This is an optimization exercise on Yosys and OpenROAD, whose aim is small area, a short achievable clock period and few clock cycles, not a production implementation.
Only simulation tests tie the RTL to the original design; equivalence was not proved.
No activity file was given, so power comes from the tool's default toggle rates.

== P ==
Design clock_synth_register_planner_top, start of the top module:
module clock_synth_register_planner_top (
	input  logic                        clk,
	input  logic                        arst_n,
	input  logic                        req_valid,
	output logic                        req_ready,
	input  logic [csrp_pkg::CLK_W-1:0]  req_clock_index,
	input  logic [csrp_pkg::FREQ_W-1:0] req_out_frequency,
	output logic                        wr_valid,
	input  logic                        wr_ready,
	output logic [7:0]                  wr_reg_address,
	output logic [7:0]                  wr_reg_value,
	output logic                        wr_final_write,
	input  logic                        xtal_we,
	input  logic [csrp_pkg::XTAL_W-1:0] xtal_data
);
Size in the first run: ~290 flip-flops, about 80 I/O pins, roughly 0.016 sq mm of cells after synthesis.
==> flow/config.mk <==
export PLATFORM = sky130hd
export DESIGN_NAME = clock_synth_register_planner_top
export DESIGN_NICKNAME = clock_synth_register_planner_top
export VERILOG_FILES = /design/flow/design.v
export SDC_FILE = /design/flow/constraint.sdc
export NUM_CORES = 4
export LEC_CHECK = 0
export CAP_MARGIN = 20
export CORE_MARGIN = 2
export CORE_UTILIZATION = 60
export CTS_CLUSTER_DIAMETER = 90
export CTS_CLUSTER_SIZE = 22
export PLACE_DENSITY = 0.72
export SETUP_SLACK_MARGIN = 3.9
export SLEW_MARGIN = 20
==> flow/constraint.sdc <==
create_clock -name core_clock -period 7.0 [get_ports {clk}]
set_input_delay 1.4000 -clock core_clock [delete_from_list [all_inputs] [get_ports {clk}]]
set_output_delay 1.4000 -clock core_clock [all_outputs]
set_load 0.01 [all_outputs]
standard.sh (not shown) runs the stock make flow with config.mk's settings and CLKGATE_MAP_FILE= SYNTH_SCRIPT=/design/flow/synth_recipe.tcl, a recipe that flattens the netlist after the stock synthesis.
==> flow/flow/run.sh <==
#!/bin/bash
# The standard layout, with the port buffers placed as buf_2 cells (the
# default pick is the larger, slower clkdlybuf4s50_1). Each tool's output
# goes to standard.log in the run folder (ORFS keeps per-step logs too).
set -euo pipefail
export BUFFER_PORTS_ARGS="-buffer_cell sky130_fd_sc_hd__buf_2"
bash standard.sh > standard.log 2>&1
P reached the end of the flow, and the finished layout is clean on the timing, DRC and antenna checks.
Testbench counts of P, summed over its fixed seeds: cycles 8,984.
diff inputs: P => Q
- swapping 0.72 for 0.78 in PLACE_DENSITY
- swapping 60 for 66 in CORE_UTILIZATION
Results
Compared with P, Q shows a global placer's final weighted congestion that is 0.026 higher. Summary of Q over P: clock-buffer cell count now sits at about the same level; share of total power in combinational logic now sits higher; first-iteration DRC count now sits lower. In Q relative to P, total length of routed wires had gone down slightly. Origin of the worst setup path = u_divpipe.a_f[19]$_DFFE_PP_: Q; origin of the worst setup path = u_divpipe.a_f[13]$_DFFE_PP_: P. Delta (Q minus P): number of global-route vias before repair has increased; total power draw went up; maximum frequency stayed essentially flat. The buffer count excluding the clock tree in the final layout in Q was higher than what P gave. Compared P against Q; post-route fraction of the period consumed by the critical path within noise.
Inputs modified between Q and R:
- CORE_UTILIZATION now 60, was 66
- SETUP_SLACK_MARGIN now 4.2, was 3.9
- PLACE_DENSITY now 0.72, was 0.78
## What came out
- Q: no failed stages, no open violations at the end
- The final layout from R, which completed every stage, passed the timing, DRC and antenna checks at the end of the flow.
- Looking at total length of routed wires, R sits about 14% higher than Q does.
- The final reports for R and Q show post-cts gate resize count higher in the former.
- For the final estimated routing congestion in global placement, R came in about 0.8% lower than Q did.
- Diff Q -> R | final net count | up by a few percent
- Sequential share of layout area (lower): R
- Against Q, R reports a footprint of the multi-input gates that is higher.
- In the tables for R and Q, required time reported for the critical path endpoint reads higher with Q.
- Total half-perimeter wirelength after legalization and detailed placement: R vs Q up 1.7%
- In the reports for R and Q, the smaller design area belongs to Q.
- Post-CTS setup-driven buffer insertion count in R is 38 higher than in Q
- Measured against each other, R and Q differ in total number of tap cells, the lower figure coming from Q.
What S does differently from R at the input level:
- swapping 4.2 for 4.0 in SETUP_SLACK_MARGIN
- putting TNS_END_PERCENT at 30 where nothing was set
==> comparison <==
- Going from R to S, wire length after detailed routing went down, final-stage net count -63.
- S: full flow OK, the timing, DRC and antenna checks passed
- Highest-delay cell along the critical path: sky130_fd_sc_hd__dfrtp_1 -> S, sky130_fd_sc_hd__edfxtp_1 -> R
- S: sequential power share is 3.7 points higher than what R reported.
- S vs. R: critical path depth went down by 10.

-- re-timing with driven ports --
In the flow no input, the clock included, has a driving cell. The finished layouts below were timed again as built, in two steps.
Step 1 assumes that a clkbuf_16 drives the clock port and a buf_2 every other input.
Step 2, shift: input delay + t, output delay - t, t = (earliest + latest rising clock arrival at the registers) / 2. This alone moves slack from input paths to output paths.
Three values: ideal, step 1, step 2; two values: the first two.
run | t, ns | setup WS [ns] | slew at the worst register clock pin (ns)
P | 0.551 | 4.002 / 4.002 / 4.002 | 0.10 / 0.10
Q | 0.547 | 3.994 / 3.994 / 3.994 | 0.10 / 0.10
R | 0.552 | 4.010 / 4.010 / 4.010 | 0.10 / 0.10
S | 0.555 | 3.927 / 3.877 / 4.025 | 0.10 / 0.10
After both steps setup and hold are still met in every run listed.
